Background: an optimization exercise with open tools, aiming at small area, a short achievable clock period and few clock cycles per item. Do not read the settings as production practice.
Only simulation tests tie the RTL to the original design; equivalence was not proved.
Power and IR drop assume default switching activity.

File: design/flow/design.v
`timescale 1ns / 1ps
package rfa_pkg;
  localparam int OperandWidth = 32;
  localparam int ValueWidth   = 64;
  localparam int QueueDepth   = 2;
  typedef enum logic [1:0] {
    ActAdd = 2'd0,
    ActSub = 2'd1,
    ActMul = 2'd2,
    ActDiv = 2'd3
  } action_e;
  typedef struct packed {
    logic [1:0]         action;
    logic signed [31:0] num_a;
    logic signed [31:0] den_a;
    logic signed [31:0] num_b;
    logic signed [31:0] den_b;
  } in_t;
  typedef struct packed {
    logic               status;
    logic signed [63:0] result_num;
    logic signed [63:0] result_den;
  } out_t;
  typedef struct packed {
    logic                  err;
    logic [ValueWidth-1:0] x;
    logic [ValueWidth-1:0] y;
  } job_t;
  typedef struct packed {
    logic                  busy;
    logic                  done;
    logic [ValueWidth-1:0] quo;
    logic [ValueWidth-1:0] rem;
  } div_rsp_t;
  function automatic logic [ValueWidth-1:0] mag(input logic [ValueWidth-1:0] v);
    mag = v[ValueWidth-1] ? (~v + 1'b1) : v;
  endfunction
  function automatic logic [ValueWidth-1:0] negate_if(input logic neg,
                                                      input logic [ValueWidth-1:0] v);
    negate_if = neg ? (~v + 1'b1) : v;
  endfunction
endpackage
`timescale 1ns / 1ps
module rfa_add #(
  parameter int W = 64
) (
  input  logic [W-1:0] a_i,
  input  logic [W-1:0] b_i,
  input  logic         cin_i,
  output logic [W-1:0] s_o,
  output logic         co_o
);
  localparam int L = $clog2(W);
  logic [L:0][W-1:0] g, p;
  logic [W-1:0] p0;
  assign p0 = a_i ^ b_i;
  assign g[0] = (a_i & b_i) | {{(W-1){1'b0}}, p0[0] & cin_i};
  assign p[0] = p0;
  for (genvar l = 0; l < L; l++) begin : g_lvl
    for (genvar i = 0; i < W; i++) begin : g_bit
      if ((i % (2 << l)) >= (1 << l)) begin : g_node
        localparam int J = i - (i % (2 << l)) + (1 << l) - 1;
        assign g[l+1][i] = g[l][i] | (p[l][i] & g[l][J]);
        assign p[l+1][i] = p[l][i] & p[l][J];
      end else begin : g_pass
        assign g[l+1][i] = g[l][i];
        assign p[l+1][i] = p[l][i];
      end
    end
  end
  assign s_o  = p0 ^ {g[L][W-2:0], cin_i};
  assign co_o = g[L][W-1];
endmodule
`timescale 1ns / 1ps
module rational_fraction_alu (
  input  logic        clk_i,
  input  logic        rst_ni,
  input  logic        in_valid_i,
  output logic        in_ready_o,
  input  logic [1:0]  in_action_i,
  input  logic [31:0] in_num_a_i,
  input  logic [31:0] in_den_a_i,
  input  logic [31:0] in_num_b_i,
  input  logic [31:0] in_den_b_i,
  output logic        out_valid_o,
  input  logic        out_ready_i,
  output logic        out_status_o,
  output logic [63:0] out_num_o,
  output logic [63:0] out_den_o
);
  logic st_idle_q, st_out_q, st_wait_q, st_mul_q, st_comb_q, st_abs_q, st_gcd_q, st_fin_q;
  logic st_idle_d, st_out_d, st_wait_d, st_mul_d, st_comb_d, st_abs_d, st_gcd_d, st_fin_d;
  logic in_ready_q, out_valid_q;
  logic [63:0] g_q, h_q, a_q, b_q, c_q, d_q;
  logic [63:0] g_d, h_d, a_d, b_d, c_d, d_d;
  logic [5:0]  cnt_q, cnt_d;
  logic        cz_q;                
  logic        act_mul_q, act_div_q, act_add_q, act_as_q;
  logic        sx_q, sx_d, sy_q;
  logic        sub_q, sub_d;        
  logic        par_q, par_d;        
  logic        st1_q, st1_d;        
  logic        eq_q, eq_d;          
  logic        err_q;               
  logic        status_q, status_d;
  logic pa_sh1_q, pa_sh2_q, pa_sub_q, pa_swap_q, pa_ge_q;
  logic one_g_q, two_g_q, one_p_q, two_p_q, one_q_q, two_q_q;
  logic neg_g_q, neg_p_q, neg_q_q;        
  logic selc_p_q, seld_q_q;
  logic [63:0] op_g, op_p, op_q;
  logic        sb_g, sb_p, sb_q;
  logic [63:0] sum_g, sum_p, sum_q;
  logic        ge;                
  logic        can1, can2;        
  logic        h_zero;
  logic neg_num, neg_den, type_x;
  assign type_x  = par_q & !eq_q;
  assign neg_num = !type_x & (sx_q ^ sy_q);
  assign neg_den =  type_x & (sx_q ^ sy_q);
  assign op_g = ({64{one_g_q}} & h_q) | ({64{two_g_q}} & {h_q[62:0], 1'b0});
  assign op_p = ({64{one_p_q}} & b_q) | ({64{two_p_q}} & {b_q[62:0], 1'b0}) |
                ({64{selc_p_q}} & c_q);
  assign op_q = ({64{one_q_q}} & h_q) | ({64{two_q_q}} & {h_q[62:0], 1'b0}) |
                ({64{seld_q_q}} & d_q);
  assign sb_g = neg_g_q;
  assign sb_p = neg_p_q;
  assign sb_q = neg_q_q;
  logic co_p, co_q;
  rfa_add u_add_g (.a_i(g_q), .b_i(op_g ^ {64{sb_g}}), .cin_i(sb_g), .s_o(sum_g), .co_o(ge));
  rfa_add u_add_p (.a_i(a_q), .b_i(op_p ^ {64{sb_p}}), .cin_i(sb_p), .s_o(sum_p), .co_o(co_p));
  rfa_add u_add_q (.a_i(c_q), .b_i(op_q ^ {64{sb_q}}), .cin_i(sb_q), .s_o(sum_q), .co_o(co_q));
  logic [63:0] cmp1_s, cmp2_s;
  logic        cmp1_c, cmp2_c;
  rfa_add u_cmp1 (.a_i(g_q), .b_i(~{h_q[62:0], 1'b0}), .cin_i(1'b1), .s_o(cmp1_s), .co_o(cmp1_c));
  rfa_add u_cmp2 (.a_i(g_q), .b_i(~{h_q[61:0], 2'b0}), .cin_i(1'b1), .s_o(cmp2_s), .co_o(cmp2_c));
  assign can1   = !h_q[63] && cmp1_c;
  assign can2   = !h_q[63] && !h_q[62] && cmp2_c;
  assign h_zero = (h_q == 64'd0);
  logic bad, accept, take, zero_ac, to_mul, to_err;
  assign bad = (in_den_a_i == 32'd0) || (in_den_b_i == 32'd0) ||
               ((in_action_i == 2'd3) && (in_num_b_i == 32'd0));
  assign accept = in_ready_q & in_valid_i;
  assign take   = out_valid_q & out_ready_i;
  assign to_mul = (st_idle_q & in_valid_i & !bad) | (st_out_q & take & in_valid_i & !bad) |
                  (st_wait_q & take & !err_q);
  assign to_err = (st_idle_q & in_valid_i & bad) | (st_out_q & take & in_valid_i & bad) |
                  (st_wait_q & take & err_q);
  assign zero_ac = to_mul | to_err | (st_gcd_q & h_zero);
  always_comb begin
    st_idle_d = (st_idle_q & !in_valid_i) | (st_out_q & take & !in_valid_i);
    st_wait_d = (st_out_q & !take & in_valid_i) | (st_wait_q & !take);
    st_out_d  = to_err | (st_out_q & !take & !in_valid_i) | st_fin_q;
    st_mul_d  = to_mul | (st_mul_q & !cz_q);
    st_comb_d = st_mul_q & cz_q;
    st_abs_d  = st_comb_q;
    st_gcd_d  = st_abs_q | (st_gcd_q & !h_zero);
    st_fin_d  = st_gcd_q & h_zero;
  end
  logic dec_sh2, dec_sh1, dec_swap, dec_sub;
  assign dec_sh2  = st_gcd_q & !sub_q & can2;
  assign dec_sh1  = st_gcd_q & !sub_q & !can2 & can1;
  assign dec_swap = st_gcd_q & (sub_q | !can1) & cz_q;
  assign dec_sub  = st_gcd_q & (sub_q | !can1) & !cz_q;
  always_comb begin
    g_d = g_q;
    h_d = h_q;
    cnt_d = cnt_q;
    sx_d = sx_q;
    sub_d = sub_q; par_d = par_q; st1_d = st1_q; eq_d = eq_q;
    if (in_ready_q) begin
      g_d = 64'd0;
      h_d = {{2{in_den_a_i[31]}}, in_den_a_i, 30'd0};
      cnt_d = 6'd15;
    end
    if (st_mul_q) begin
      g_d = sum_g;
      h_d = {{2{h_q[63]}}, h_q[63:2]};
      cnt_d = cnt_q - 6'd1;
    end
    if (st_comb_q) begin
      h_d  = sum_p;
      sx_d = sum_p[63];
    end
    if (st_abs_q) begin
      if (sx_q) h_d = sum_q;
      cnt_d = 6'd0;
      sub_d = 1'b0;
      par_d = 1'b0;
      st1_d = 1'b1;
      eq_d  = 1'b0;
    end
    if (dec_sh2) begin
      h_d = {h_q[61:0], 2'b00};
      cnt_d = cnt_q + 6'd2;
    end
    if (dec_sh1) begin
      h_d = {h_q[62:0], 1'b0};
      cnt_d = cnt_q + 6'd1;
    end
    if (dec_sub) begin
      if (ge) g_d = sum_g;
      h_d = {1'b0, h_q[63:1]};
      cnt_d = cnt_q - 6'd1;
      sub_d = 1'b1;
    end
    if (dec_swap) begin
      g_d = h_q;
      h_d = ge ? sum_g : g_q;
      sub_d = 1'b0;
      par_d = !par_q;
      st1_d = 1'b0;
      eq_d  = st1_q && !sub_q && ge;
    end
  end
  always_comb begin
    a_d = a_q; b_d = b_q; c_d = c_q; d_d = d_q;
    if (in_ready_q) begin
      b_d = {{2{in_num_a_i[31]}}, in_num_a_i, 30'd0};
      d_d = {in_num_b_i, in_den_b_i};
    end
    if (st_mul_q) begin
      a_d = sum_p;
      c_d = sum_q;
      b_d = {{2{b_q[63]}}, b_q[63:2]};
      d_d = {d_q[61:0], 2'b00};
    end
    if (st_comb_q) begin
      c_d = 64'd0;
    end
    if (st_abs_q) begin
      a_d = 64'd1;
      b_d = 64'd0;
      c_d = 64'd0;
      d_d = 64'd1;
    end
    if (pa_sh2_q) begin
      b_d = {b_q[61:0], 2'b00};
      d_d = {d_q[61:0], 2'b00};
    end
    if (pa_sh1_q) begin
      b_d = {b_q[62:0], 1'b0};
      d_d = {d_q[62:0], 1'b0};
    end
    if (pa_sub_q) begin
      if (pa_ge_q) begin
        a_d = sum_p;
        c_d = sum_q;
      end
      b_d = {1'b0, b_q[63:1]};
      d_d = {1'b0, d_q[63:1]};
    end
    if (pa_swap_q) begin
      a_d = b_q;
      b_d = pa_ge_q ? sum_p : a_q;
      c_d = d_q;
      d_d = pa_ge_q ? sum_q : c_q;
    end
    if (st_fin_q) begin
      a_d = sum_p;
      c_d = sum_q;
    end
    if (zero_ac) begin
      a_d = 64'd0;
      c_d = 64'd0;
    end
  end
  logic [2:0] tc_n, td_n, tp_n, tg_n, tq_n;
  logic       n_mul, n_div, n_add, n_as, n_sy;
  always_comb begin
    if (in_ready_q) begin
      tc_n  = in_num_b_i[31:29];
      td_n  = in_den_b_i[31:29];
      n_mul = (in_action_i == 2'd2);
      n_div = (in_action_i == 2'd3);
      n_add = (in_action_i == 2'd0);
      n_as  = !in_action_i[1];
      n_sy  = in_den_a_i[31] ^ ((in_action_i == 2'd3) ? in_num_b_i[31] : in_den_b_i[31]);
    end else begin
      if (st_mul_q) begin
        tc_n = {d_q[61], d_q[60], d_q[59] & (cnt_q != 6'd1)};
        td_n = d_q[29:27];
      end else begin
        tc_n = d_q[63:61];
        td_n = d_q[31:29];
      end
      n_mul = act_mul_q;
      n_div = act_div_q;
      n_add = act_add_q;
      n_as  = act_as_q;
      n_sy  = sy_q;
    end
    tp_n = n_mul ? tc_n : td_n;                    
    tg_n = n_div ? tc_n : td_n;                    
    tq_n = n_as  ? tc_n : 3'b000;                  
  end
  function automatic logic [2:0] booth(input logic [2:0] t);
    booth = {t[1] ^ t[0], (t[2] & !t[1] & !t[0]) | (!t[2] & t[1] & t[0]), t[2] & !(t[1] & t[0])};
  endfunction
  logic [2:0] bp, bg, bq;
  assign bp = booth(tp_n);
  assign bg = booth(tg_n);
  assign bq = booth(tq_n);
  always_ff @(posedge clk_i) begin
    one_p_q <= st_mul_d ? bp[2] : (st_gcd_d | st_fin_d);
    two_p_q <= st_mul_d & bp[1];
    neg_p_q <= st_mul_d ? bp[0] : (st_comb_d | (st_fin_d & neg_num));
    one_g_q <= st_mul_d ? bg[2] : 1'b1;
    two_g_q <= st_mul_d & bg[1];
    neg_g_q <= st_mul_d ? (bg[0] ^ n_sy) : 1'b1;
    one_q_q <= st_mul_d ? bq[2] : st_abs_d;
    two_q_q <= st_mul_d & bq[1];
    neg_q_q <= st_mul_d ? (bq[0] ^ n_add) : (st_abs_d | (st_fin_d & neg_den));
    selc_p_q <= st_comb_d;
    seld_q_q <= st_gcd_d | st_fin_d;
  end
  always_comb begin
    status_d = status_q;
    if (to_err) status_d = 1'b1;
    if (st_fin_q) status_d = 1'b0;
  end
  always_ff @(posedge clk_i or negedge rst_ni) begin
    if (!rst_ni) begin
      st_idle_q   <= 1'b1;
      st_out_q    <= 1'b0;
      st_wait_q   <= 1'b0;
      st_mul_q    <= 1'b0;
      st_comb_q   <= 1'b0;
      st_abs_q    <= 1'b0;
      st_gcd_q    <= 1'b0;
      st_fin_q    <= 1'b0;
      in_ready_q  <= 1'b1;
      out_valid_q <= 1'b0;
      pa_sh1_q    <= 1'b0;
      pa_sh2_q    <= 1'b0;
      pa_sub_q    <= 1'b0;
      pa_swap_q   <= 1'b0;
    end else begin
      st_idle_q   <= st_idle_d;
      st_out_q    <= st_out_d;
      st_wait_q   <= st_wait_d;
      st_mul_q    <= st_mul_d;
      st_comb_q   <= st_comb_d;
      st_abs_q    <= st_abs_d;
      st_gcd_q    <= st_gcd_d;
      st_fin_q    <= st_fin_d;
      in_ready_q  <= st_idle_d | st_out_d;
      out_valid_q <= st_out_d | st_wait_d;
      pa_sh1_q    <= dec_sh1 & !h_zero;
      pa_sh2_q    <= dec_sh2 & !h_zero;
      pa_sub_q    <= dec_sub & !h_zero;
      pa_swap_q   <= dec_swap & !h_zero;
    end
  end
  always_ff @(posedge clk_i) begin
    g_q <= g_d; h_q <= h_d; a_q <= a_d; b_q <= b_d; c_q <= c_d; d_q <= d_d;
    cnt_q <= cnt_d;
    cz_q  <= (cnt_d == 6'd0);
    sx_q <= sx_d;
    sub_q <= sub_d; par_q <= par_d; st1_q <= st1_d; eq_q <= eq_d;
    status_q <= status_d;
    pa_ge_q <= ge;
    act_mul_q <= n_mul;
    act_div_q <= n_div;
    act_add_q <= n_add;
    act_as_q  <= n_as;
    sy_q      <= n_sy;
    if (accept) err_q <= bad;
  end
  assign in_ready_o   = in_ready_q;
  assign out_valid_o  = out_valid_q;
  assign out_status_o = status_q;
  assign out_num_o    = a_q;
  assign out_den_o    = c_q;
endmodule
File: design/flow/flow/run.sh
#!/bin/bash
# Standard layout with three changes: ports buffered with buf_4 cells, repair_timing aiming
# further below the clock period, and repair_timing working only on the worst paths.
set -euo pipefail
bash standard.sh SETUP_SLACK_MARGIN=7 TNS_END_PERCENT=0 \
  "BUFFER_PORTS_ARGS=-buffer_cell sky130_fd_sc_hd__buf_4" finish > standard_make.log 2>&1
File: design/flow/standard.sh
#!/bin/bash
# synth_recipe.tcl (not shown) runs the flow's synth.tcl, then flattens the netlist and writes it again
# the make line also repeats each setting of config.mk as NAME=value (left out here)
make -C /OpenROAD-flow-scripts/flow DESIGN_CONFIG=/design/flow/config.mk WORK_HOME=/design/flow/orfs CLKGATE_MAP_FILE= SYNTH_SCRIPT=/design/flow/synth_recipe.tcl "${@:-finish}"
File: design/flow/config.mk
export PLATFORM = sky130hd
export DESIGN_NAME = rational_fraction_alu
export DESIGN_NICKNAME = rational_fraction_alu
export VERILOG_FILES = /design/flow/design.v
export SDC_FILE = /design/flow/constraint.sdc
export NUM_CORES = 4
export LEC_CHECK = 0
export CAP_MARGIN = 20
export CORE_MARGIN = 2
export CORE_UTILIZATION = 40
export SLEW_MARGIN = 20
File: design/flow/constraint.sdc
create_clock -name core_clock -period 11.0 [get_ports {clk_i}]
set_input_delay 2.2000 -clock core_clock [delete_from_list [all_inputs] [get_ports {clk_i}]]
set_output_delay 2.2000 -clock core_clock [all_outputs]
set_load 0.01 [all_outputs]
==> out/metrics.json, run 1 <==
{
  "drc": 0,
  "grt_max_degree": 225,
  "syn-cell-area_sq_mm": 0.0427,
  "groute.usage.overall_pct": 39.4,
  "die_extent_in_y_um": 331,
  "layout.nets": 6014,
  "cts_buffers": 55,
  "dieArea_sq_mm": 0.109,
  "yosys_warnings": 1,
  "critPathRequiredTime_ns": 11.59,
  "critPathKind": "register to register",
  "clock_latency_ns": 0.70,
  "timing.max_cap.violations": 0,
  "synth.avg_cell_area_sq_um": 7.75,
  "synth_enable_flop_cells": 132,
  "tightest_slew_ns": 1.17,
  "wl_um": 223000,
  "detail_route.first_pass.iterations": 15,
  "grt_setup_unrepaired": "true",
  "initial_detailed_routing_violation_count": 7657,
  "finish.instance_area_sq_mm": 0.0503,
  "clk_pin_slew_worst_paths_ns": 0.06,
  "tritoncts_clock_tree": "done",
  "slew_headroom_pct": 22.1,
  "arrival_worst_endpoint_ns": 5.24,
  "start_kind": "register",
  "clockBufferDepth": 3,
  "worstPathMaxFanout": 32,
  "rows": 119,
  "finalSetupViolations": 0,
  "finalWorstPathRequiredPeriod_ns": 4.65,
  "routedWlPerCell_um": 31.9,
  "synth_ff_type": "dfxtp_1",
  "timing.final.hold_violations": 0,
  "synth.net_count": 5980,
  "synth_cells": 5511,
  "final.setup_skew_ns": 0.0414,
  "vias_per_cell": 6.96,
  "period_utilisation_layout_pct": 42.2,
  "initial_antenna_violation_count": 6,
  "critPathLaunch": "h_q[5]",
  "hp-class": "register to register",
  "vdd_ir_drop_max_mv": 0.122,
  "outcome": "finished clean",
  "final_cell_mix": "a21oi_1, nor2_1, buf_4",
  "initial_core_util_pct": 40.5,
  "antenna_left": 0,
  "ctsRootBufferMaster": "clkbuf_16",
  "p_leak_nw": 20.6,
  "boundaryPins": 265,
  "postPlaceCellArea_sq_mm": 0.0454,
  "grt-ovfl-total": 0,
  "synth_async_sr_flop_share_pct": 3.26,
  "report.power.total_mw": 3.70,
  "drive_gt1_share_pct": 15.3,
  "cts.sinks": 429,
  "ys_seq_area_share_pct": 23.4,
  "die_w_um": 331,
  "ctsHtreeMaxLevel": 2,
  "final_common_cell": "a21oi_1",
  "cp-end-kind": "register",
  "first_global_vias": 44979,
  "detailroute.via_count": 48612,
  "place.gp.congestion": 1.01,
  "timing.setup.tns_ns": 0,
  "synth-seq-cells": 429,
  "coreArea_sq_mm": 0.106,
  "finalMaxSlewViolations": 0,
  "power_density_mw_per_mm2": 73.4,
  "yosys.cell_types.count": 101,
  "hold_slack_ns": 0.479,
  "grt_first_pass_wirelength_um": 319000,
  "io_buffers": 264,
  "area_growth_syn_to_layout_pct": 17.8,
  "hold_path.startpoint": "st1_q",
  "fmax_mhz": 215,
  "reg2reg_from": "h_q[5]",
  "place_hpwl_um": 151000
}
per-layer routing:
metal  share of wire [%]  global-route usage, %  up-vias  wire length, um
li1                    -                      -    20996                -
met1                  36                   48.1    23312            80900
met2                  41                   57.4     3467            92600
met3                  12                   11.0      835            26900
met4                  10                   33.1        2            22800
met5              0.0090                      0        -               20
stage by stage:
| stage | worst slack, ns | std cells | utilization [%] |
|---|---|---|---|
| finish | 6.35 | 6989 | 47.7 |
| global route | 6.38 | 6981 | 47.6 |
| CTS | 6.67 | 6975 | 47.4 |
| detailed placement | 4.40 | 6756 | 43.0 |
| global placement | 4.44 | 6756 | 43.0 |
| floorplan | 6.61 | 5511 | - |
worst max-delay path, cell delays in order, from the launching register on:
cell     delay, ns
dfxtp_1       0.35
buf_6         0.20
nor4_1        0.78
nand4_1       0.20
nor4_2        0.68
buf_4         0.26
nand2_1       0.18
and3_1        0.24
buf_4         0.36
nand2_1       0.63
o21ai_4       0.23
a21oi_1       0.18
a21oi_1       0.06
a21o_1        0.16
what timing repair did:
action / CTS / global route
buffers inserted: 96 / 6
setup endpoints to repair: 388 / 365
hold buffers: 0 / 0
pin swaps: 99 / 26
gates resized for setup: 294 / 27
cloned: 21 / 0
where the power goes:
group | internal [mW] | total, mW | switching (mW)
Sequential | 1.62 | 1.62 | 0.0000429
Combinational | 0.0613 | 0.144 | 0.0828
Clock | 1.09 | 1.93 | 0.832
cell type report:
cell class,count,area (sq um)
repair inverters,1,8.76
well taps,1391,1740
flip-flops and latches,429,10100
diodes,8,20.0
multi-input cells,4431,31700
clock buffers,94,1750
fillers,10261,55300
inverters,154,592
repair buffers,473,4380
clock inverters,8,80.1
kinds of logic after synthesis:
logic type,synth area share [%]
AO/OA/AOI/OAI,33.5
XOR/XNOR,7.42
adder cells (fa/ha/maj),10.1
buffers and inverters,5.87
flip-flops,23.4
multiplexers,5.61
AND/OR/NAND/NOR,14.1
cell usage after synthesis (16+ instances only):
cell type,count,area share (%)
a211o_1,21,0.43
a211oi_1,182,3.2
a21o_1,75,1.3
a21oi_1,688,8.1
a221o_1,19,0.45
a221oi_1,97,2.0
a222oi_1,138,3.2
a22oi_1,182,3.2
a311oi_1,29,0.59
a31oi_1,38,0.56
and3_1,51,0.75
buf_1,74,0.65
buf_2,19,0.22
clkbuf_1,405,3.6
dfxtp_1,283,13
edfxtp_1,132,9.3
fa_1,18,0.84
ha_1,317,9.3
inv_1,151,1.3
mux2_2,16,0.42
mux2i_1,219,5.1
nand2_1,353,3.1
nand2b_1,20,0.29
nand3_1,84,0.98
nand4_1,43,0.63
nor2_1,601,5.3
nor2b_1,16,0.23
nor3_1,71,0.83
nor4_1,52,0.76
o211a_1,16,0.37
o211ai_1,54,0.95
o21a_1,38,0.67
o21ai_0,316,3.7
o21bai_1,20,0.35
o221ai_1,25,0.51
o22ai_1,38,0.56
xnor2_1,292,6.0
xor2_1,70,1.4
path summary, 6_finish.rpt:
path                              to  slack, ns  cells after the start
setup / recovery             c_q[60]       6.35                     13
hold / removal                 st1_q       0.48                      2
setup reg to reg             c_q[60]       6.35                     13
hold reg to reg                st1_q       0.48                      2
max in group asynchronous  st_idle_q       9.34                      1
min in group asynchronous   st_fin_q       1.38                      1
registers in the layout (all words and copies together) (netlist names), 6 cells and up:
| signal | count |
|---|---|
| a_q | 64 |
| cnt_q | 6 |
| b_q | 64 |
| g_q | 64 |
| h_q | 64 |
| d_q | 64 |
| c_q | 64 |
Testbench counts, summed over its fixed seeds: cycles 130,475, items 1,200.
==> run 2, diff against run 1 <==
==> design/flow/flow/run.sh (replaced) <==
#!/bin/bash
# Standard layout with these changes: ports buffered with buf_2 cells, a clock tree of clkbuf_8
# cells with clusters of up to 20 sinks, repair_timing aiming further below the clock period and
# working only on the worst paths.
set -euo pipefail
bash standard.sh SETUP_SLACK_MARGIN=7 TNS_END_PERCENT=0 \
  "BUFFER_PORTS_ARGS=-buffer_cell sky130_fd_sc_hd__buf_2" \
  CTS_BUF_LIST=sky130_fd_sc_hd__clkbuf_8 CTS_CLUSTER_SIZE=20 finish > standard_make.log 2>&1
==> run 2 against run 1 <==
Against the previous run:
- combinational power is 9.7% lower
- highest routed layer unchanged
- sequential share of layout area is 0.48 points higher
- critical path type unchanged
- clock skew is 0.016 ns higher
- critical endpoint unchanged
- sequential power hardly changed
==> out/metrics.json, run 2 <==
{
  "clock_latency": {"value": 0.76, "unit": "ns", "change": "+0.06 ns"},
  "grt_first_pass_wirelength": {"value": 312000, "unit": "um", "change": "-2.2%"},
  "detail_route.first_pass.iterations": {"value": 13, "change": "-2"},
  "coreArea": {"value": 0.106, "unit": "sq mm", "change": "unchanged"},
  "synth.net_count": {"value": 5980, "change": "unchanged"},
  "vdd_ir_drop_max": {"value": 0.0676, "unit": "mV", "change": "-45%"},
  "synth-seq-cells": {"value": 429, "change": "unchanged"},
  "cts.sinks": {"value": 429, "change": "unchanged"},
  "hp-class": "register to register",
  "finalSetupViolations": {"value": 0, "change": "unchanged"},
  "final.setup_skew": {"value": 0.0575, "unit": "ns", "change": "+0.0161 ns"},
  "die_extent_in_y": {"value": 331, "unit": "um", "change": "unchanged"},
  "ctsHtreeMaxLevel": {"value": 3, "change": "+1"},
  "syn-cell-area": {"value": 0.0427, "unit": "sq mm", "change": "unchanged"},
  "die_w": {"value": 331, "unit": "um", "change": "unchanged"},
  "rows": {"value": 119, "change": "unchanged"},
  "final_common_cell": "a21oi_1",
  "timing.final.hold_violations": {"value": 0, "change": "unchanged"},
  "grt_max_degree": {"value": 180, "change": "-20%"},
  "clockBufferDepth": {"value": 3, "change": "unchanged"},
  "dieArea": {"value": 0.109, "unit": "sq mm", "change": "unchanged"},
  "area_occupied_by_multi_input_gates": {"value": 0.0316, "unit": "sq mm", "change": "-0.17%"},
  "start_kind": "register",
  "buf_inv_on_cp": {"value": 2, "change": "-1"},
  "final_cell_mix": "a21oi_1, nor2_1, nand2_1",
  "io_buffers": {"value": 264, "change": "unchanged"},
  "cts-hold-fix-buffers": {"value": 0, "change": "unchanged"},
  "synth_cells": {"value": 5511, "change": "unchanged"},
  "power_frac_seq": {"value": 46.1, "unit": "%", "change": "+2.1 points"},
  "fmax": {"value": 218, "unit": "MHz", "change": "+1.2%"},
  "groute.usage.overall": {"value": 38.4, "unit": "%", "change": "-1.0 points"},
  "first_global_vias": {"value": 44357, "change": "-1.4%"},
  "p_int": {"value": 2.58, "unit": "mW", "change": "-7.3%"},
  "fillCellCount": {"value": 10464, "change": "+2.0%"},
  "grt_setup_unrepaired": "true",
  "slew_headroom": {"value": 19.6, "unit": "%", "change": "-2.4 points"},
  "tritoncts_clock_tree": "done",
  "arrival_worst_endpoint": {"value": 5.24, "unit": "ns", "change": "about the same"},
  "critPathKind": "register to register",
  "cts_buffers": {"value": 87, "change": "+58%"},
  "report.power.total": {"value": 3.52, "unit": "mW", "change": "-4.6%"},
  "yosys.area.top_type_share": {"value": 13.3, "unit": "%", "change": "unchanged"},
  "yosys.cell_types.count": {"value": 101, "change": "unchanged"},
  "outcome": "finished clean",
  "place_hpwl": {"value": 151000, "unit": "um", "change": "-0.41%"},
  "vias_per_cell": {"value": 6.89, "change": "-0.87%"},
  "synth.avg_cell_area": {"value": 7.75, "unit": "sq um", "change": "unchanged"},
  "synth_ff_type": "dfxtp_1",
  "timing.max_cap.violations": {"value": 0, "change": "unchanged"},
  "timing.setup.tns": {"value": 0, "unit": "ns", "change": "unchanged"},
  "power_density": {"value": 71.6, "unit": "mW/mm^2", "change": "-2.6%"},
  "period_utilisation_layout": {"value": 41.7, "unit": "%", "change": "-0.50 points"},
  "synth_common_cells": "a21oi_1, nor2_1, clkbuf_1",
  "antenna_left": {"value": 0, "change": "unchanged"},
  "cell_types_with_the_largest_area_share_after_synthesis": "dfxtp_1, ha_1, edfxtp_1",
  "synth_enable_flop_cells": {"value": 132, "change": "unchanged"},
  "synth_async_sr_flop_share": {"value": 3.26, "unit": "%", "change": "unchanged"},
  "clk_pin_slew_worst_paths": {"value": 0.07, "unit": "ns", "change": "about the same"},
  "critPathRequiredTime": {"value": 11.65, "unit": "ns", "change": "+0.06 ns"},
  "worstPathMaxFanout": {"value": 32, "change": "unchanged"},
  "fin_ws": {"value": 6.41, "unit": "ns", "change": "+0.0546 ns"},
  "crit_family": "simple AND/OR/NAND/NOR gates",
  "drive_gt1_share": {"value": 15.6, "unit": "%", "change": "+0.24 points"},
  "ctsRootBufferMaster": "clkbuf_8",
  "share_comb_of_total_power": {"value": 3.7, "unit": "%", "change": "-0.2 points"},
  "max_stage_delay_on_crit_path": {"value": 1.01, "unit": "ns", "change": "+0.23 ns"},
  "initial_core_util": {"value": 40.5, "unit": "%", "change": "unchanged"},
  "cp-end-kind": "register",
  "cp_slowest_cell": "nor4_1",
  "synth.most_common_cell": "a21oi_1",
  "routedWlPerCell": {"value": 31.1, "unit": "um", "change": "-2.6%"},
  "yosys_warnings": {"value": 1, "change": "unchanged"},
  "layout.nets": {"value": 6024, "change": "+0.17%"},
  "p_leak": {"value": 20.4, "unit": "nW", "change": "-0.78%"},
  "area_growth_syn_to_layout_pct": 15.2,
  "place.gp.congestion": {"value": 1.02, "change": "+0.73%"},
  "boundaryPins": {"value": 265, "change": "unchanged"},
  "wl": {"value": 218000, "unit": "um", "change": "-2.1%"},
  "initial_antenna_violation_count": {"value": 7, "change": "+1"},
  "power.share.clock": {"value": 50.2, "unit": "%", "change": "-1.9 points"},
  "dp_worst_setup_slack": {"value": 4.79, "unit": "ns", "change": "+0.389 ns"},
  "tightest_slew": {"value": 1.19, "unit": "ns", "change": "+0.0255 ns"},
  "grt-ovfl-total": {"value": 0, "change": "unchanged"},
  "cp_cell_sequence": "nor4_1, nand4_1, nor4_1, buf_4, nand2_1, and3_1, buf_4, nand2_1, o21ai_2, a21oi_1, a21oi_1, a21o_1",
  "power.switching_fraction": {"value": 26.8, "unit": "%", "change": "+2.1 points"},
  "finalWorstPathRequiredPeriod": {"value": 4.59, "unit": "ns", "change": "-0.0546 ns"},
  "finalMaxSlewViolations": {"value": 0, "change": "unchanged"},
  "drc": {"value": 0, "change": "unchanged"},
  "regArea": {"value": 0.0101, "unit": "sq mm", "change": "+0.21%"},
  "initial_detailed_routing_violation_count": {"value": 7631, "change": "-0.34%"},
  "detailroute.via_count": {"value": 48401, "change": "-0.43%"},
  "net-switching-power": {"value": 945, "unit": "uW", "change": "+3.3%"},
  "ys_seq_area_share": {"value": 23.4, "unit": "%", "change": "unchanged"},
  "synth_largest_area_cell": "dfxtp_1"
}
==> run 2: worst paths after layout <==
kind                             end  depth (start not counted)    start  slack, ns
setup reg to reg             c_q[60]                         12  h_q[13]       6.41
setup / recovery             c_q[60]                         12  h_q[13]       6.41
max in group asynchronous   pa_sh1_q                          1   rst_ni       9.21
hold reg to reg                st1_q                          2    st1_q       0.46
min in group asynchronous  pa_swap_q                          1   rst_ni       1.40
hold / removal                 st1_q                          2    st1_q       0.46
==> run 2: cells by family (layout without fill, tap and decap cells) <==
group | Yosys count | in the layout | synth area share (%)
simple gates | 1365 | 1368 | 14.1
other cells | 0 | 4 | 0
fa+ha+maj | 335 | 335 | 10.1
flops | 429 | 429 | 23.4
mux | 237 | 237 | 5.61
xor+xnor | 362 | 362 | 7.42
buf+inv | 656 | 766 | 5.87
compound gates | 2127 | 2128 | 33.5
==> run 2: layer usage <==
layer | share of wire, % | vias to the layer above | track usage, % | wire [um]
met1 | 37 | 23180 | 47.3 | 80000
li1 | - | 21043 | - | -
met3 | 12 | 860 | 10.1 | 25600
met2 | 41 | 3302 | 55.9 | 90600
met4 | 10 | 16 | 32.1 | 22000
met5 | 0.12 | - | 0 | 263
==> run 2: cell type report <==
cell class	instances	area share (%)
antenna	4	0.0203
sequential	429	20.5
tap	1391	3.53
clock inverter	58	0.694
timing repair buffer	453	7.00
inverter	154	1.20
multi-input combinational	4430	64.2
clock buffer	101	2.82
==> run 2: tightest hold or removal path, stage by stage (launching register included) <==
cell	delay [ns]
dfxtp_1	0.32
nor2_1	0.05
nor2_1	0.07
==> run 2: power by group through the flow <==
| stage | logic, mW | clock network [mW] | registers [mW] |
|---|---|---|---|
| final | 0.130 | 1.77 | 1.62 |
| after CTS | 0.123 | 1.77 | 1.63 |
| after global placement | 0.122 | 0 | 1.66 |
| after floorplan | 0.0520 | 0 | 1.66 |
| after detailed placement | 0.123 | 0 | 1.66 |
| after global routing | 0.137 | 1.83 | 1.62 |
==> run 2: through the flow <==
step                cells  instance area [sq um]  utilization, %  hold WS, ns
finish               7020                  49200            46.6        0.463
global route         7017                  49200            46.6        0.507
CTS                  6984                  48600            46.0        0.468
detailed placement   6751                  44700            42.4        0.455
global placement     6751                  44700            42.4        0.444
floorplan            5511                  42700               -        0.432
==> run 2: repair_timing <==
action,4_1_cts,5_1_grt
resized for setup,260,63
gates cloned,15,3
setup endpoints to repair,452,436
hold endpoints to repair,0,0
pin swaps,66,61
setup buffers,59,29
==> run 3, diff against run 2 <==
--- a/design/flow/design.v
+++ b/design/flow/design.v
@@ -200,4 +200,3 @@
     if (dec_sub) begin
-      if (ge) g_d = sum_g;
-      h_d = {1'b0, h_q[63:1]};
+      g_d = ge ? {sum_g[62:0], 1'b0} : {g_q[62:0], 1'b0};
       cnt_d = cnt_q - 6'd1;
==> run 3 against run 2 <==
Against the previous run:
- still clean
- critical path depth grew 3
- first-iteration DRC count is 0.48% lower
- routed wire length is 8.5% lower
- cell count about the same
- synthesized cell count down 0.58%
- sequential power up 2%
- total power decreased by 1.4%
- clock-buffer cell count increased by 1
- utilization shrank 0.17 points
- largest power group unchanged
==> out/metrics.json, run 3 <==
{
  "timing.max_cap.violations": {"value": 0, "change": "unchanged"},
  "clk_pin_slew_worst_paths": {"value": 0.06, "unit": "ns", "change": "about the same"},
  "synth.most_common_cell": "a21oi_1",
  "ctsRootBufferMaster": "clkbuf_8",
  "area_growth_syn_to_layout_pct": 15.0,
  "clock_latency": {"value": 0.78, "unit": "ns", "change": "+0.02 ns"},
  "critPathRequiredTime": {"value": 11.63, "unit": "ns", "change": "-0.02 ns"},
  "synth_enable_flop_cells": {"value": 196, "change": "+48%"},
  "cts_buffers": {"value": 89, "change": "+2.3%"},
  "final.setup_skew": {"value": 0.0654, "unit": "ns", "change": "+0.00792 ns"},
  "synth_ff_type": "dfxtp_1",
  "yosys.cell_types.count": {"value": 90, "change": "-11%"},
  "io_buffers": {"value": 264, "change": "unchanged"},
  "period_utilisation_layout": {"value": 40.2, "unit": "%", "change": "-1.5 points"},
  "final_common_cell": "a21oi_1",
  "finalSetupViolations": {"value": 0, "change": "unchanged"},
  "grt_setup_unrepaired": "true",
  "initial_core_util": {"value": 40.4, "unit": "%", "change": "-0.078 points"},
  "synth.avg_cell_area": {"value": 7.90, "unit": "sq um", "change": "+1.9%"},
  "tightest_slew": {"value": 1.24, "unit": "ns", "change": "+0.0483 ns"},
  "cts-hold-fix-buffers": {"value": 0, "change": "unchanged"},
  "place.gp.congestion": {"value": 0.966, "change": "-4.9%"},
  "grt_max_degree": {"value": 112, "change": "-38%"},
  "place_hpwl": {"value": 137000, "unit": "um", "change": "-9.2%"},
  "share_comb_of_total_power": {"value": 3.2, "unit": "%", "change": "-0.5 points"},
  "ctsHtreeMaxLevel": {"value": 3, "change": "unchanged"},
  "met2_use_gr": {"value": 49.1, "unit": "%", "change": "-6.8 points"},
  "vias_per_cell": {"value": 6.82, "change": "-1.1%"},
  "met1_usage": {"value": 47.3, "unit": "%", "change": "+0.052 points"},
  "cts.sinks": {"value": 429, "change": "unchanged"},
  "final_cell_mix": "a21oi_1, nor2_1, o21ai_0",
  "coreArea": {"value": 0.107, "unit": "sq mm", "change": "+1.6%"},
  "dieArea": {"value": 0.111, "unit": "sq mm", "change": "+1.3%"},
  "power.share.clock": {"value": 49.2, "unit": "%", "change": "-1.0 points"},
  "vdd_ir_drop_max": {"value": 0.0754, "unit": "mV", "change": "+12%"},
  "routedWlPerCell": {"value": 28.5, "unit": "um", "change": "-8.5%"},
  "hold_slack": {"value": 0.480, "unit": "ns", "change": "+0.0176 ns"},
  "fmax": {"value": 226, "unit": "MHz", "change": "+3.8%"},
  "cell_types_with_the_largest_area_share_after_synthesis": "edfxtp_1, dfxtp_1, ha_1",
  "syn-cell-area": {"value": 0.0433, "unit": "sq mm", "change": "+1.4%"},
  "rows": {"value": 120, "change": "+0.84%"},
  "synth_cells": {"value": 5479, "change": "-0.58%"},
  "p_int": {"value": 2.55, "unit": "mW", "change": "-1.1%"},
  "grt-ovfl-total": {"value": 0, "change": "unchanged"},
  "synth-seq-cells": {"value": 429, "change": "unchanged"},
  "cp-end-kind": "register",
  "critPathKind": "register to register",
  "hp-class": "register to register",
  "clockBufferDepth": {"value": 3, "change": "unchanged"},
  "power.switching_fraction": {"value": 26.7, "unit": "%", "change": "-0.16 points"},
  "start_kind": "register",
  "layout.nets": {"value": 6006, "change": "-0.30%"},
  "outcome": "finished clean",
  "detail_route.first_pass.iterations": {"value": 12, "change": "-1"},
  "slew_headroom": {"value": 16.8, "unit": "%", "change": "-2.8 points"},
  "finalMaxSlewViolations": {"value": 0, "change": "unchanged"},
  "net-switching-power": {"value": 926, "unit": "uW", "change": "-2.0%"},
  "antenna_left": {"value": 0, "change": "unchanged"},
  "cpMostUsedCell": "a211oi_1",
  "finalWorstPathRequiredPeriod": {"value": 4.42, "unit": "ns", "change": "-0.167 ns"},
  "drc": {"value": 0, "change": "unchanged"},
  "p_leak": {"value": 21.1, "unit": "nW", "change": "+3.5%"},
  "grt_first_pass_wirelength": {"value": 291000, "unit": "um", "change": "-6.9%"},
  "initial_antenna_violation_count": {"value": 11, "change": "+4"},
  "max_stage_delay_on_crit_path": {"value": 0.71, "unit": "ns", "change": "-0.30 ns"},
  "yosys_warnings": {"value": 1, "change": "unchanged"},
  "synth_largest_area_cell": "edfxtp_1",
  "yosys.area.top_type_share": {"value": 13.6, "unit": "%", "change": "+0.33 points"},
  "busiest_layer": "met2",
  "cp_slowest_cell": "fa_1",
  "crit_family": "compound AO/OA/AOI/OAI gates",
  "buf_inv_on_cp": {"value": 2, "change": "unchanged"},
  "worstPathMaxFanout": {"value": 30, "change": "-6.3%"},
  "drive_gt1_share": {"value": 15.9, "unit": "%", "change": "+0.38 points"},
  "synth_async_sr_flop_share": {"value": 3.26, "unit": "%", "change": "unchanged"},
  "first_global_vias": {"value": 43263, "change": "-2.5%"},
  "detailroute.via_count": {"value": 47824, "change": "-1.2%"},
  "synth_common_cells": "a21oi_1, nor2_1, clkbuf_1",
  "initial_detailed_routing_violation_count": {"value": 7594, "change": "-0.48%"},
  "timing.setup.tns": {"value": 0, "unit": "ns", "change": "unchanged"},
  "groute.usage.overall": {"value": 34.2, "unit": "%", "change": "-4.2 points"},
  "fillCellCount": {"value": 10700, "change": "+2.3%"},
  "die_w": {"value": 333, "unit": "um", "change": "+0.67%"},
  "timing.final.hold_violations": {"value": 0, "change": "unchanged"},
  "wl": {"value": 200000, "unit": "um", "change": "-8.5%"},
  "power_density": {"value": 69.8, "unit": "mW/mm^2", "change": "-2.5%"},
  "cp_cell_sequence": "buf_12, a222oi_1, xnor2_1, ha_2, and4_1, o21ai_0, o21bai_4, buf_4, a21o_1, fa_1, a211oi_1, a211oi_1, a211oi_1, a211oi_1, a21oi_1",
  "arrival_worst_endpoint": {"value": 5.05, "unit": "ns", "change": "-0.19 ns"},
  "ys_seq_area_share": {"value": 24.5, "unit": "%", "change": "+1.2 points"},
  "power_frac_seq": {"value": 47.6, "unit": "%", "change": "+1.5 points"},
  "worst-r2r-setup-slack": {"value": 6.58, "unit": "ns", "change": "+0.17 ns"},
  "tritoncts_clock_tree": "done",
  "die_extent_in_y": {"value": 333, "unit": "um", "change": "+0.67%"},
  "boundaryPins": {"value": 265, "change": "unchanged"},
  "gr-usage-met3": {"value": 8.98, "unit": "%", "change": "-1.1 points"},
  "synth.net_count": {"value": 5948, "change": "-0.54%"}
}
[run 3: changes by cell type after synthesis, sizes merged, moves of 39 or more]
| cell | change |
|---|---|
| a211oi | +39 |
| a221oi | -57 |
| a21oi | -44 |
| o211a | +43 |
| o21ai | +56 |
| dfxtp | -64 |
| edfxtp | +64 |
[run 3: kinds of logic (layout without fill, tap and decap cells)]
family,Yosys count,in the layout,synth area share (%)
AOI/OAI and AO/OA,2147,2147,33.1
adders and majority gates,335,335,9.99
other,0,3,0
buffers and inverters,636,768,5.59
and+or+nand+nor,1316,1316,13.5
DFF,429,429,24.5
xor gates and xnor gates,355,355,7.18
muxes,261,261,6.10
[run 3: repair_timing]
| item | in CTS | in global routing |
|---|---|---|
| gates resized for setup | 287 | 76 |
| pin swaps | 75 | 76 |
| cloned | 9 | 1 |
| endpoints found under the setup margin | 473 | 407 |
| setup buffers | 70 | 29 |
[run 3: worst paths after layout]
kind	to	from	cells after the start
worst max-delay path	h_q[16]	two_p_q	15
worst min-delay path	st1_q	st1_q	2
worst max register to register	h_q[16]	two_p_q	15
worst min register to register	st1_q	st1_q	2
max in group asynchronous	st_idle_q	rst_ni	1
min in group asynchronous	st_abs_q	rst_ni	1
[run 3: metrics by stage]
step / setup WS [ns] / cells / cell area (sq um) / util (%) / power, mW
after global placement: 4.62 / 6739 / 45300 / 42.3 / 1.80
after floorplan: 6.48 / 5479 / 43300 / - / 1.75
after global routing: 6.50 / 7016 / 49800 / 46.5 / 3.55
final: 6.58 / 7017 / 49800 / 46.5 / 3.48
after CTS: 6.78 / 6984 / 49200 / 45.9 / 3.48
after detailed placement: 5.13 / 6740 / 45300 / 42.3 / 1.80
[run 3: final cells by class]
cell class,count,area [sq um],area share [%]
clock inverter,63,279,0.560
sequential,429,10800,21.6
antenna,3,7.51,0.0151
timing repair buffer,461,3400,6.82
multi-input combinational,4414,31700,63.5
tap,1403,1760,3.52
clock buffer,102,1400,2.82
inverter,142,557,1.12
[run 3: layer usage]
layer	routed length [um]	share of wire (%)	up-vias
li1	-	-	20932
met1	80200	40	22921
met2	81800	41	3383
met3	27100	14	580
met4	10700	5.4	8
met5	56	0.028	-
[run 3: worst register-to-register path, delay by kind of cell (launching register included)]
family                     cells  cell delay [ns]
AOI/OAI and AO/OA              9             2.09
xor gates and xnor gates       1             0.13
adders and majority gates      2             1.13
buffers and inverters          2             0.34
DFF                            1             0.39
and+or+nand+nor                1             0.22
[run 3: power by group through the flow]
stage                     clock, mW  combinational, mW  sequential, mW
after floorplan                   0             0.0528            1.69
after global placement            0              0.105            1.69
after detailed placement          0              0.106            1.69
after CTS                      1.71              0.108            1.66
after global routing           1.78              0.121            1.65
final                          1.71              0.111            1.66
Testbench counts of run 3, summed over its fixed seeds: cycles 130,475, items 1,200.

-- re-timing with driven ports --
The flow's constraints put no driver on any port. The routed layouts listed below were extracted and timed again, unchanged, in two steps. Step 1, drivers: a clkbuf_16 drives clk_i and a buf_2 each remaining input, both assumed. Step 2 also shifts input and output timing later by t, the mid clock arrival at the registers, as if the neighbouring blocks saw the same clock. Slacks: ideal ports / drivers / drivers and shift; pairs: ideal ports / drivers.
run	t (ns)	slack for setup (ns)	pins driven straight from the clock port
run 1	0.752	6.354 / 6.354 / 5.743	1
run 2	0.802	6.409 / 6.409 / 5.736	1
run 3	0.825	6.576 / 6.576 / 5.844	1
After both steps setup and hold are still met in every run listed. For run 3, which loses most, drivers alone change the setup slack by 0.000 ns; drivers and shift together by -0.732 ns.
